Background: an optimization exercise with open tools, aiming at small area, a short achievable clock period and few clock cycles per item. Do not read the settings as production practice.
Function was checked by simulation only, so behaviour that the tests miss may differ from the original.

==> design/flow/design.v <==
module aes_inv_cipher_iter #(
  parameter int NR    = 10,
  parameter int IDX_W = 4
) (
  input  logic             clk,
  input  logic             rst_n,
  input  logic             in_valid,
  output logic             in_ready,
  input  logic [127:0]     in_data,
  output logic [IDX_W-1:0] rk_idx,
  input  logic [127:0]     rk_data,
  output logic             out_valid,
  input  logic             out_ready,
  output logic [127:0]     out_data,
  output logic             busy
);
  function automatic logic [3:0] gf4_mul(input logic [3:0] a, input logic [3:0] b);
    logic [6:0] p;
    p = '0;
    for (int i = 0; i < 4; i++) if (b[i]) p = p ^ (7'(a) << i);
    if (p[6]) p = p ^ 7'b1001100;
    if (p[5]) p = p ^ 7'b0100110;
    if (p[4]) p = p ^ 7'b0010011;
    gf4_mul = p[3:0];
  endfunction
  function automatic logic [3:0] gf4_inv(input logic [3:0] a);
    case (a)
      4'h0: gf4_inv = 4'h0; 4'h1: gf4_inv = 4'h1; 4'h2: gf4_inv = 4'h9; 4'h3: gf4_inv = 4'he; 4'h4: gf4_inv = 4'hd; 4'h5: gf4_inv = 4'hb; 4'h6: gf4_inv = 4'h7; 4'h7: gf4_inv = 4'h6; 4'h8: gf4_inv = 4'hf; 4'h9: gf4_inv = 4'h2; 4'ha: gf4_inv = 4'hc; 4'hb: gf4_inv = 4'h5; 4'hc: gf4_inv = 4'ha; 4'hd: gf4_inv = 4'h4; 4'he: gf4_inv = 4'h3; 4'hf: gf4_inv = 4'h8;
      default: gf4_inv = 4'h0;
    endcase
  endfunction
  function automatic logic [7:0] inv_sbox(input logic [7:0] b);
    logic [7:0] x, o;
    logic [3:0] a1, a0, d, di, q1, q0;
    x[0] = ~(b[4] ^ b[5]);
    x[1] = ~(b[0] ^ b[1] ^ b[5]);
    x[2] = b[1] ^ b[4] ^ b[5];
    x[3] = b[0] ^ b[1] ^ b[2] ^ b[4];
    x[4] = ~(b[1] ^ b[2] ^ b[7]);
    x[5] = ~(b[0] ^ b[4] ^ b[5] ^ b[6]);
    x[6] = b[1] ^ b[2] ^ b[3] ^ b[4] ^ b[5] ^ b[7];
    x[7] = b[1] ^ b[2] ^ b[6] ^ b[7];
    a1 = x[7:4];
    a0 = x[3:0];
    d  = {a1[0] ^ a1[1] ^ a1[2] ^ a0[3], a1[1] ^ a1[2] ^ a0[1] ^ a0[3], a1[0] ^ a1[1] ^ a0[2], a1[2] ^ a1[3] ^ a0[0] ^ a0[2]} ^ gf4_mul(a1, a0);
    di = gf4_inv(d);
    q1 = gf4_mul(a1, di);
    q0 = gf4_mul(a1 ^ a0, di);
    o  = {q1, q0};
    inv_sbox[0] = o[0] ^ o[1] ^ o[5] ^ o[7];
    inv_sbox[1] = o[4] ^ o[5] ^ o[6];
    inv_sbox[2] = o[2] ^ o[3] ^ o[5] ^ o[7];
    inv_sbox[3] = o[2] ^ o[3];
    inv_sbox[4] = o[2] ^ o[6] ^ o[7];
    inv_sbox[5] = o[1] ^ o[5] ^ o[7];
    inv_sbox[6] = o[1] ^ o[2] ^ o[4] ^ o[6];
    inv_sbox[7] = o[1] ^ o[5];
  endfunction
  function automatic logic [7:0] sb_front(input logic [7:0] b);
    logic [7:0] x;
    logic [3:0] a1, a0, d, di;
    x[0] = ~(b[4] ^ b[5]);
    x[1] = ~(b[0] ^ b[1] ^ b[5]);
    x[2] = b[1] ^ b[4] ^ b[5];
    x[3] = b[0] ^ b[1] ^ b[2] ^ b[4];
    x[4] = ~(b[1] ^ b[2] ^ b[7]);
    x[5] = ~(b[0] ^ b[4] ^ b[5] ^ b[6]);
    x[6] = b[1] ^ b[2] ^ b[3] ^ b[4] ^ b[5] ^ b[7];
    x[7] = b[1] ^ b[2] ^ b[6] ^ b[7];
    a1 = x[7:4];
    a0 = x[3:0];
    d  = {a1[0] ^ a1[1] ^ a1[2] ^ a0[3], a1[1] ^ a1[2] ^ a0[1] ^ a0[3], a1[0] ^ a1[1] ^ a0[2], a1[2] ^ a1[3] ^ a0[0] ^ a0[2]} ^ gf4_mul(a1, a0);
    di = gf4_inv(d);
    sb_front = {gf4_mul(a1, di), gf4_mul(a1 ^ a0, di)};
  endfunction
  function automatic logic [7:0] sb_back(input logic [7:0] o);
    sb_back[0] = o[0] ^ o[1] ^ o[5] ^ o[7];
    sb_back[1] = o[4] ^ o[5] ^ o[6];
    sb_back[2] = o[2] ^ o[3] ^ o[5] ^ o[7];
    sb_back[3] = o[2] ^ o[3];
    sb_back[4] = o[2] ^ o[6] ^ o[7];
    sb_back[5] = o[1] ^ o[5] ^ o[7];
    sb_back[6] = o[1] ^ o[2] ^ o[4] ^ o[6];
    sb_back[7] = o[1] ^ o[5];
  endfunction
  function automatic logic [7:0] sb_back_inv(input logic [7:0] b);
    sb_back_inv[0] = b[0] ^ b[5];
    sb_back_inv[1] = b[2] ^ b[3] ^ b[5];
    sb_back_inv[2] = b[1] ^ b[6] ^ b[7];
    sb_back_inv[3] = b[1] ^ b[3] ^ b[6] ^ b[7];
    sb_back_inv[4] = b[2] ^ b[3] ^ b[4] ^ b[6] ^ b[7];
    sb_back_inv[5] = b[2] ^ b[3] ^ b[5] ^ b[7];
    sb_back_inv[6] = b[1] ^ b[4] ^ b[5] ^ b[6];
    sb_back_inv[7] = b[5] ^ b[7];
  endfunction
  function automatic logic [7:0] xtime(input logic [7:0] a);
    xtime = {a[6:0], 1'b0} ^ (a[7] ? 8'h1b : 8'h00);
  endfunction
  function automatic logic [127:0] inv_mix_columns(input logic [127:0] s);
    logic [127:0] o;
    logic [7:0]   a0, a1, a2, a3, u, v, t;
    o = '0;
    for (int c = 0; c < 4; c++) begin
      a0 = s[127-32*c -: 8];
      a1 = s[119-32*c -: 8];
      a2 = s[111-32*c -: 8];
      a3 = s[103-32*c -: 8];
      u  = xtime(xtime(a0 ^ a2));
      v  = xtime(xtime(a1 ^ a3));
      a0 = a0 ^ u;
      a1 = a1 ^ v;
      a2 = a2 ^ u;
      a3 = a3 ^ v;
      t  = a0 ^ a1 ^ a2 ^ a3;
      o[127-32*c -: 8] = a0 ^ t ^ xtime(a0 ^ a1);
      o[119-32*c -: 8] = a1 ^ t ^ xtime(a1 ^ a2);
      o[111-32*c -: 8] = a2 ^ t ^ xtime(a2 ^ a3);
      o[103-32*c -: 8] = a3 ^ t ^ xtime(a3 ^ a0);
    end
    inv_mix_columns = o;
  endfunction
  logic [127:0] sa, sb;         
  logic         a_v, a_done;    
  logic [3:0]   a_k;            
  logic         b_v, b_new;     
  logic [3:0]   b_k;            
  logic         stall, take, hold_a;
  logic [127:0] s1, u, t, s2;
  assign busy      = a_v | b_v;
  assign out_valid = a_v & a_done;
  assign out_data  = sa;
  assign in_ready  = !a_v | (a_done & !b_v);
  assign hold_a    = a_v & a_done & !out_ready;
  assign stall     = hold_a & b_v;
  assign rk_idx    = (a_v & !a_done) ? a_k - 4'd1 : ((a_v & a_done & b_v) ? b_k : 4'd10);
  function automatic logic [127:0] stage1(input logic [127:0] s);
    for (int r = 0; r < 4; r++)
      for (int c = 0; c < 4; c++)
        stage1[127-8*(r+4*c) -: 8] = sb_front(s[127-8*(r+4*((c-r+4)%4)) -: 8]);
  endfunction
  function automatic logic [127:0] sb_back_all(input logic [127:0] s);
    for (int i = 0; i < 16; i++) sb_back_all[127-8*i -: 8] = sb_back(s[127-8*i -: 8]);
  endfunction
  assign s1 = stage1(sa);
  assign u  = b_new ? sb : sb_back_all(sb);
  assign t  = u ^ rk_data;
  assign s2 = (b_new || b_k == 4'd0) ? t : inv_mix_columns(t);
  always_ff @(posedge clk) begin
    if (!hold_a) sa <= s2;
    if (!stall)  sb <= in_ready ? in_data : s1;
  end
  always_ff @(posedge clk or negedge rst_n) begin
    if (!rst_n) begin
      a_v    <= 1'b0;
      a_done <= 1'b0;
      a_k    <= 4'd0;
      b_v    <= 1'b0;
      b_new  <= 1'b0;
      b_k    <= 4'd0;
    end else if (!stall) begin
      if (b_v) begin
        a_v    <= 1'b1;
        a_done <= (b_k == 4'd0);
        a_k    <= b_k;
      end else if (!hold_a) begin
        a_v    <= 1'b0;
      end
      if (in_ready) begin
        b_v   <= in_valid;
        b_new <= 1'b1;
        b_k   <= 4'd10;
      end else begin
        b_v   <= a_v & !a_done;
        b_new <= 1'b0;
        b_k   <= a_k - 4'd1;
      end
    end
  end
endmodule
==> design/flow/run.sh <==
#!/bin/bash
# synth_recipe.tcl (not shown) runs the flow's synth.tcl, then flattens the netlist and writes it again
# the make line also repeats each setting of config.mk as NAME=value (left out here)
make -C /OpenROAD-flow-scripts/flow DESIGN_CONFIG=/design/flow/config.mk WORK_HOME=/design/flow/orfs CLKGATE_MAP_FILE= SYNTH_SCRIPT=/design/flow/synth_recipe.tcl finish
==> design/flow/config.mk <==
export PLATFORM = sky130hd
export DESIGN_NAME = aes_inv_cipher_iter
export DESIGN_NICKNAME = aes_inv_cipher_iter
export VERILOG_FILES = /design/flow/design.v
export SDC_FILE = /design/flow/constraint.sdc
export NUM_CORES = 4
export LEC_CHECK = 0
export CAP_MARGIN = 20
export CORE_MARGIN = 2
export CORE_UTILIZATION = 30
export PLACE_DENSITY = 0.42
export SLEW_MARGIN = 20
==> design/flow/constraint.sdc <==
create_clock -name core_clock -period 6.0 [get_ports {clk}]
set_input_delay 1.2000 -clock core_clock [delete_from_list [all_inputs] [get_ports {clk}]]
set_output_delay 1.2000 -clock core_clock [all_outputs]
set_load 0.01 [all_outputs]
==> results of run 1 <==
cells by family (layout without fill, tap and decap cells):
kind of cell	Yosys count	after routing
adder cells (fa/ha/maj)	132	132
XOR/XNOR	1897	1897
AO/OA/AOI/OAI	887	887
flip-flops	268	268
multiplexers	169	169
buffers and inverters	454	803
AND/OR/NAND/NOR	1505	1505
other	0	9
final cells by class:
cell class / instances / area, µm² / share of cell area (%)
multi-input cells: 4590 / 35200 / 66.3
inverters: 175 / 671 / 1.26
diodes: 9 / 22.5 / 0.0424
well taps: 2016 / 2520 / 4.75
clock buffers: 44 / 1080 / 2.03
repair buffers: 553 / 5200 / 9.80
flip-flops and latches: 268 / 7990 / 15.1
clock inverters: 31 / 419 / 0.790
layer usage:
metal | vias up | wire (µm) | track usage [%]
li1 | 18600 | - | -
met1 | 17900 | 75000 | 28.2
met2 | 734 | 72300 | 32.5
met3 | 139 | 8600 | 3.90
met4 | 36 | 3330 | 4.35
met5 | - | 224 | 0
registers in the layout, summed over array words and instances (netlist names):
signal	count
a_done	1
a_k	4
a_v	1
b_k	4
b_new	1
b_v	1
sa	128
sb	128
worst paths after layout:
check                                          end  slack [ps]
worst max-delay path              sb[41]$_DFFE_PN_         690
worst min-delay path            b_k[0]$_DFFE_PN0N_         520
worst max register to register    sb[41]$_DFFE_PN_         690
worst min register to register  b_k[0]$_DFFE_PN0N_         520
max in group asynchronous        b_new$_DFFE_PN0N_        4590
min in group asynchronous       b_k[3]$_DFFE_PN0N_         970
through the flow:
stage          std cells  setup WS (ps)  hold WS, ps  instance area, µm²
3_5_place_dp        7602            714          521               51500
4_1_cts             7677            698          528               53000
2_1_floorplan       5312           55.2          490               45000
5_1_grt             7681            132          537               53000
3_3_place_gp        7602            750          515               51500
6_report            7686            691          525               53100
worst max-delay path, cell delays in order, from the launching register on:
cell and delay (ps):
edfxtp_1 690, xor2_1 290, xor2_2 410, inv_2 170, nand3_1 130, a21oi_1 80
o41ai_2 480, xnor2_1 240, xor2_1 400, inv_1 150, ha_1 220, o221ai_1 790
nand2_1 160, xor2_1 230, xnor3_1 350, xnor2_1 130, o21ai_0 90
cells in the final DEF (no fill, tap or decap), drive strengths merged, types with 30 or more instances in the layout:
master and count:
xnor2 1225, nand2 612, xor2 523, clkdlybuf4s50 394
nor2 378, o21ai 372, edfxtp 256, inv 171
buf 159, a21oi 131, ha 129, xnor3 126
mux2i 122, nand3 106, nor3 101, nor2b 54
o211ai 53, nand2b 51, clkbuf 44, a211oi 42
mux2 41, and2 38, and3 30
==> flow_metrics.py, run 1 <==
metrics = {
    "critical_path": {
        "worstPathMaxFanout": 14,
        "worst_setup_path_end_kind": "flop",
        "crit_start": "sa[104]$_DFFE_PN_",
        "required_ps": 6330,
        "crit_type": "reg -> reg",
        "critPathLaunchType": "flop",
        "cp.arrival_ps": 5640,
        "reg2reg_depth": 16,
        "r2r-start": "sa[104]$_DFFE_PN_",
    },
    "finish": {
        "num-nets-final": 6018,
        "fill_cells": 15400,
        "drive_above_1_share_pct": 7.22,
        "area_delta_synth_final_pct": 18.0,
        "fin_util_pct": 35.5,
    },
    "detailed_routing": {
        "vias": 37400,
        "wl_um": 159000,
        "post_drt_wl_per_cell_um": 20.7,
        "drtIter0Drc": 2269,
        "first_pass_iters": 7,
        "drc": 0,
        "ant_nets": 0,
        "viasPerCell": 4.87,
    },
    "cts": {
        "clk_pin_slew_ps": 60,
        "cts_inserted_buffers": 41,
        "root_buffer": "clkbuf_16",
        "post-cts-setup-buffer-count": 0,
        "cts_tree": "yes",
        "cts_resized": 0,
        "htreeDepth": 2,
        "cts.path.max_buffers": 3,
        "ctsHoldBuffers": 0,
        "cts_sinks": 268,
        "clock_latency_ps": 630,
    },
    "logic_synthesis": {
        "syn-num-nets": 5701,
        "netlist_area_um2": 45000,
        "synth_area_leader_cell": "xnor2_1",
        "synth_xor_area_share_pct": 42.6,
        "synth_compound_area_share_pct": 12.7,
        "seq_area_frac_synth_pct": 17.8,
        "netlist_top_cells_area": "xnor2_1, edfxtp_1, xor2_1, xnor3_1, nand2_1",
        "synth_warnings": 1,
        "synth_fa_ha_area_share_pct": 3.66,
        "muxShareOfSynthArea_pct": 4.06,
        "ys_async_sr_fraction_pct": 4.48,
        "synth_edf_count": 256,
        "avgSynthCellArea_um2": 8.47,
        "ys_types": 104,
        "synth-simple-area-share_pct": 15.1,
        "yosysMostFrequentCell": "xnor2_1",
        "ys_ff_latch": 268,
        "synth_ff_type": "edfxtp_1",
        "synth_top_family_by_area": "XOR/XNOR gates",
        "synthCells": 5312,
        "yosysTopAreaCellShare_pct": 23.3,
        "synthTopCellsByCount": "xnor2_1, nand2_1, xor2_1, nor2_1, o21ai_0",
    },
    "global_routing": {
        "antenna_found_initial": 31,
        "grt_first_pass_wirelength_um": 237000,
        "overflow": 0,
        "grt_usage_pct": 20.3,
        "grt_max_degree": 169,
        "grt_pass1_vias": 36500,
    },
    "die": {
        "start_util_pct": 30.1,
        "rows": 142,
        "ios": 395,
        "fp.dieArea_um2": 153000,
        "fp.coreArea_um2": 149000,
        "die_w_um": 391,
        "die_h_um": 391,
    },
    "hold_path": {
        "worstHoldPathCells": 1,
        "min_path_type": "reg -> reg",
        "hold_start": "a_k[0]$_DFFE_PN0P_",
    },
    "timing": {
        "fmax_ghz": 0.188,
        "fin_worst_skew_ps": 35.4,
        "finalCritPeriodShare_pct": 88.5,
        "max_slew_margin_pct": 31.0,
        "worst_slew_pin_slew_ps": 1040,
        "fin_setup_tns_ps": 0,
        "hold_viol_final": 0,
        "period_minus_slack_ps": 5310,
        "rsz0062_at_grt": "false",
        "setup_viol": 0,
        "slew_viol_final": 0,
    },
    "status": {
        "status": "no timing/DRC/antenna violations",
    },
    "place": {
        "io_buffers": 394,
        "dpl.hpwl_um": 127000,
        "globalplace.congestion": 0.878,
    },
    "job": {
        "maxCapViolCount": 0,
    },
}
Testbench counts, summed over its fixed seeds: cycles 2,216, blocks 192.
==> inputs of run 2 (changes only) <==
--- a/design/flow/config.mk
+++ b/design/flow/config.mk
@@ -9,4 +9,5 @@
 export CORE_MARGIN = 2
 export CORE_UTILIZATION = 30
 export PLACE_DENSITY = 0.42
+export SETUP_SLACK_MARGIN = 2.0
 export SLEW_MARGIN = 20
==> run 2 against run 1 <==
Still clean. Core utilization grew 10 points. Clock-buffer cell count grew 4. Critical path depth grew 3. Final area grew 29%. Sequential share of layout area shrank 3.4 points. Via count grew 11%. Critical endpoint is now sb[10]$_DFFE_PN_. Highest routed layer unchanged.
==> flow_metrics.py, run 2 <==
metrics = {
    "status": {
        "status": "no timing/DRC/antenna violations",
    },
    "logic_synthesis": {
        "synthTopCellsByCount": "xnor2_1, nand2_1, xor2_1, nor2_1, o21ai_0",
        "ys_types": 104,
        "seq_area_frac_synth_pct": 17.8,
        "synth_area_leader_cell": "xnor2_1",
        "avgSynthCellArea_um2": 8.47,
        "ys_ff_latch": 268,
        "synth_warnings": 1,
        "yosysMostFrequentCell": "xnor2_1",
        "syn-num-nets": 5701,
        "yosysTopAreaCellShare_pct": 23.3,
        "synth_ff_type": "edfxtp_1",
        "netlist_top_cells_area": "xnor2_1, edfxtp_1, xor2_1, xnor3_1, nand2_1",
        "synth_edf_count": 256,
        "netlist_area_um2": 45000,
        "ys_async_sr_fraction_pct": 4.48,
        "synthCells": 5312,
    },
    "global_routing": {
        "met1_usage_pct": 29.8,
        "use_met2_pct": 37.4,
        "met3_usage_pct": 3.59,
        "grt_usage_pct": 22.1,
        "busiest_layer": "met2",
        "grt_pass1_vias": 40500,
        "antenna_found_initial": 18,
        "overflow": 0,
        "grt_max_degree": 135,
        "grt_first_pass_wirelength_um": 259000,
    },
    "cts": {
        "cts_tree": "yes",
        "clk_pin_slew_ps": 60,
        "cts_sinks": 268,
        "htreeDepth": 2,
        "ctsHoldBuffers": 0,
        "clock_latency_ps": 630,
        "cts_inserted_buffers": 41,
        "root_buffer": "clkbuf_16",
        "cts.path.max_buffers": 3,
    },
    "timing": {
        "max_slew_margin_pct": 31.4,
        "slew_viol_final": 0,
        "finalCritPeriodShare_pct": 71.3,
        "period_minus_slack_ps": 4280,
        "fmax_ghz": 0.234,
        "worst_slew_pin_slew_ps": 1020,
        "hold_viol_final": 0,
        "rsz0062_at_grt": "true",
        "setup_viol": 0,
        "whs_ps": 526,
        "fin_setup_tns_ps": 0,
        "fin_worst_skew_ps": 45.6,
    },
    "finish": {
        "drive_above_1_share_pct": 33.8,
        "mostFrequentLayoutCells": "xnor2_1, buf_4, nand2_1",
        "num-nets-final": 6820,
        "area_delta_synth_final_pct": 51.7,
        "fin_area_um2": 68200,
        "final_common_cell": "xnor2_1",
        "reg_top3": "sa x128, sb x128",
        "final_cells": 8481,
    },
    "hold_path": {
        "hold_path_end": "a_k[3]$_DFFE_PN0P_",
        "worstHoldPathCells": 1,
        "hold_start": "a_k[3]$_DFFE_PN0P_",
        "min_path_type": "reg -> reg",
    },
    "detailed_routing": {
        "vias": 41500,
        "wl_um": 177000,
        "viasPerCell": 4.89,
        "post_drt_wl_per_cell_um": 20.8,
        "drc": 0,
        "first_pass_iters": 5,
        "ant_nets": 0,
        "drtIter0Drc": 2369,
    },
    "place": {
        "post_dp_cell_area_um2": 53100,
        "io_buffers": 394,
        "dpl.cell_count": 7554,
        "dpl.hpwl_um": 126000,
        "globalplace.congestion": 0.877,
    },
    "die": {
        "die_w_um": 391,
        "rows": 142,
        "ios": 395,
        "fp.coreArea_um2": 149000,
        "die_h_um": 391,
        "fp.dieArea_um2": 153000,
        "start_util_pct": 30.1,
    },
    "critical_path": {
        "critical_path.most_common_cell": "xnor2_4",
        "cp.arrival_ps": 4620,
        "required_ps": 6340,
        "slowest_delay_ps": 400,
        "worstPathCellList": "buf_6 > xnor2_4 > buf_6 > xnor2_4 > inv_2 > xnor2_4 > ha_4 > xnor2_2 > xnor2_1 > xnor2_1 > xnor3_2 > and3_4 > nor2_4 > xnor3_2 > o221a_4 > xnor2_2 > mux2i_1 > o2111a_1 > a221o_1",
        "critPathLaunchType": "flop",
        "reg2reg_depth": 19,
        "cp_slowest_cell": "edfxtp_1",
        "worst_setup_path_end_kind": "flop",
        "ff2ff_setup_slack_ps": 1720,
        "r2r-start": "sa[74]$_DFFE_PN_",
        "crit_type": "reg -> reg",
        "worstPathMaxFanout": 6,
        "worst_r2r_endpoint": "sb[10]$_DFFE_PN_",
    },
    "job": {
        "maxCapViolCount": 0,
    },
}
## run 2: cell counts after synthesis
No cell type changed its count.
## run 2: layout make-up
class	count	area [µm²]
well taps	2016	2520
repair buffers	1349	12300
diodes	3	7.51
clock inverters	26	317
multi-input cells	4594	43300
clock buffers	48	1070
repair inverters	2	8.76
flip-flops and latches	268	7990
inverters	175	762
fillers	14300	81200
## run 2: stage by stage
stage	setup WS, ps	util, %
5_1_grt	1470	45.7
2_1_floorplan	1250	-
3_3_place_gp	482	35.6
4_1_cts	1760	42.9
6_report	1720	45.7
3_5_place_dp	610	35.6
## run 2: layer usage
metal / share of wire [%] / vias up
met4: 1.8 / 26
met3: 4.8 / 152
li1: - / 20200
met5: 0.089 / -
met1: 45 / 20300
met2: 48 / 802
## run 2: kinds of logic after synthesis
logic type               count (synthesis)  synth area share, %
AO/OA/AOI/OAI                          887                 12.7
flip-flops                             268                 17.8
XOR/XNOR                              1897                 42.6
buffers and inverters                  454                 4.13
adder cells (fa/ha/maj)                132                 3.66
multiplexers                           169                 4.06
AND/OR/NAND/NOR                       1505                 15.1
## run 2: repair_timing
item / 4_1_cts / 5_1_grt
endpoints found under the setup margin: 232 / 193
pin swaps: 422 / 346
setup buffers: 646 / 194
hold endpoints to repair: 0 / 0
gates resized for setup: 794 / 513
cloned: 8 / 2
## run 2: critical path, delay by kind of cell (launching register included)
family / cells / cell delay, ps
multiplexers: 1 / 110
buffers and inverters: 3 / 370
AND/OR/NAND/NOR: 2 / 370
XOR/XNOR: 9 / 1710
adder cells (fa/ha/maj): 1 / 190
flip-flops: 1 / 400
AO/OA/AOI/OAI: 3 / 860
## run 2: how the worst max path moves through the flow
stage | slack [ps] | end | cells after the start | from
finish | 1720 | sb[10]$_DFFE_PN_ | 19 | sa[74]$_DFFE_PN_
global route | 1470 | sb[41]$_DFFE_PN_ | 18 | sa[105]$_DFFE_PN_
CTS | 1760 | sb[47]$_DFFE_PN_ | 16 | sa[105]$_DFFE_PN_
detailed placement | 610 | sa[36]$_DFFE_PN_ | 12 | rk_data[38]
global placement | 480 | sa[36]$_DFFE_PN_ | 12 | rk_data[38]
floorplan | 1250 | sb[0]$_DFFE_PN_ | 3 | out_ready

[afterwards: timing with drivers on the ports]
In the flow no input, the clock included, has a driving cell. The finished layouts below were timed again as built, in two steps.
Step 1 (the two cells are an assumption about what drives the block):
set clk [get_ports {clk}]
set_driving_cell -lib_cell sky130_fd_sc_hd__clkbuf_16 $clk
set_driving_cell -lib_cell sky130_fd_sc_hd__buf_2 [delete_from_list [all_inputs] $clk]
Step 2 also shifts input and output timing later by t, the mid clock arrival at the registers, as if the neighbouring blocks saw the same clock.
Three values: no drivers, after step 1, after step 2; two values: the first two.
run | t (ns) | setup slack, ns | worst setup path after step 2 | slew at the worst register clock pin (ns)
run 1 | 0.688 | 0.691 / 0.691 / 0.691 | register to register | 0.07 / 0.07
run 2 | 0.683 | 1.725 / 1.725 / 1.405 | input to register | 0.06 / 0.06
After both steps every run listed still meets setup and hold. For run 2, which loses most, drivers alone change the setup slack by 0.000 ns; drivers and shift together by -0.320 ns.
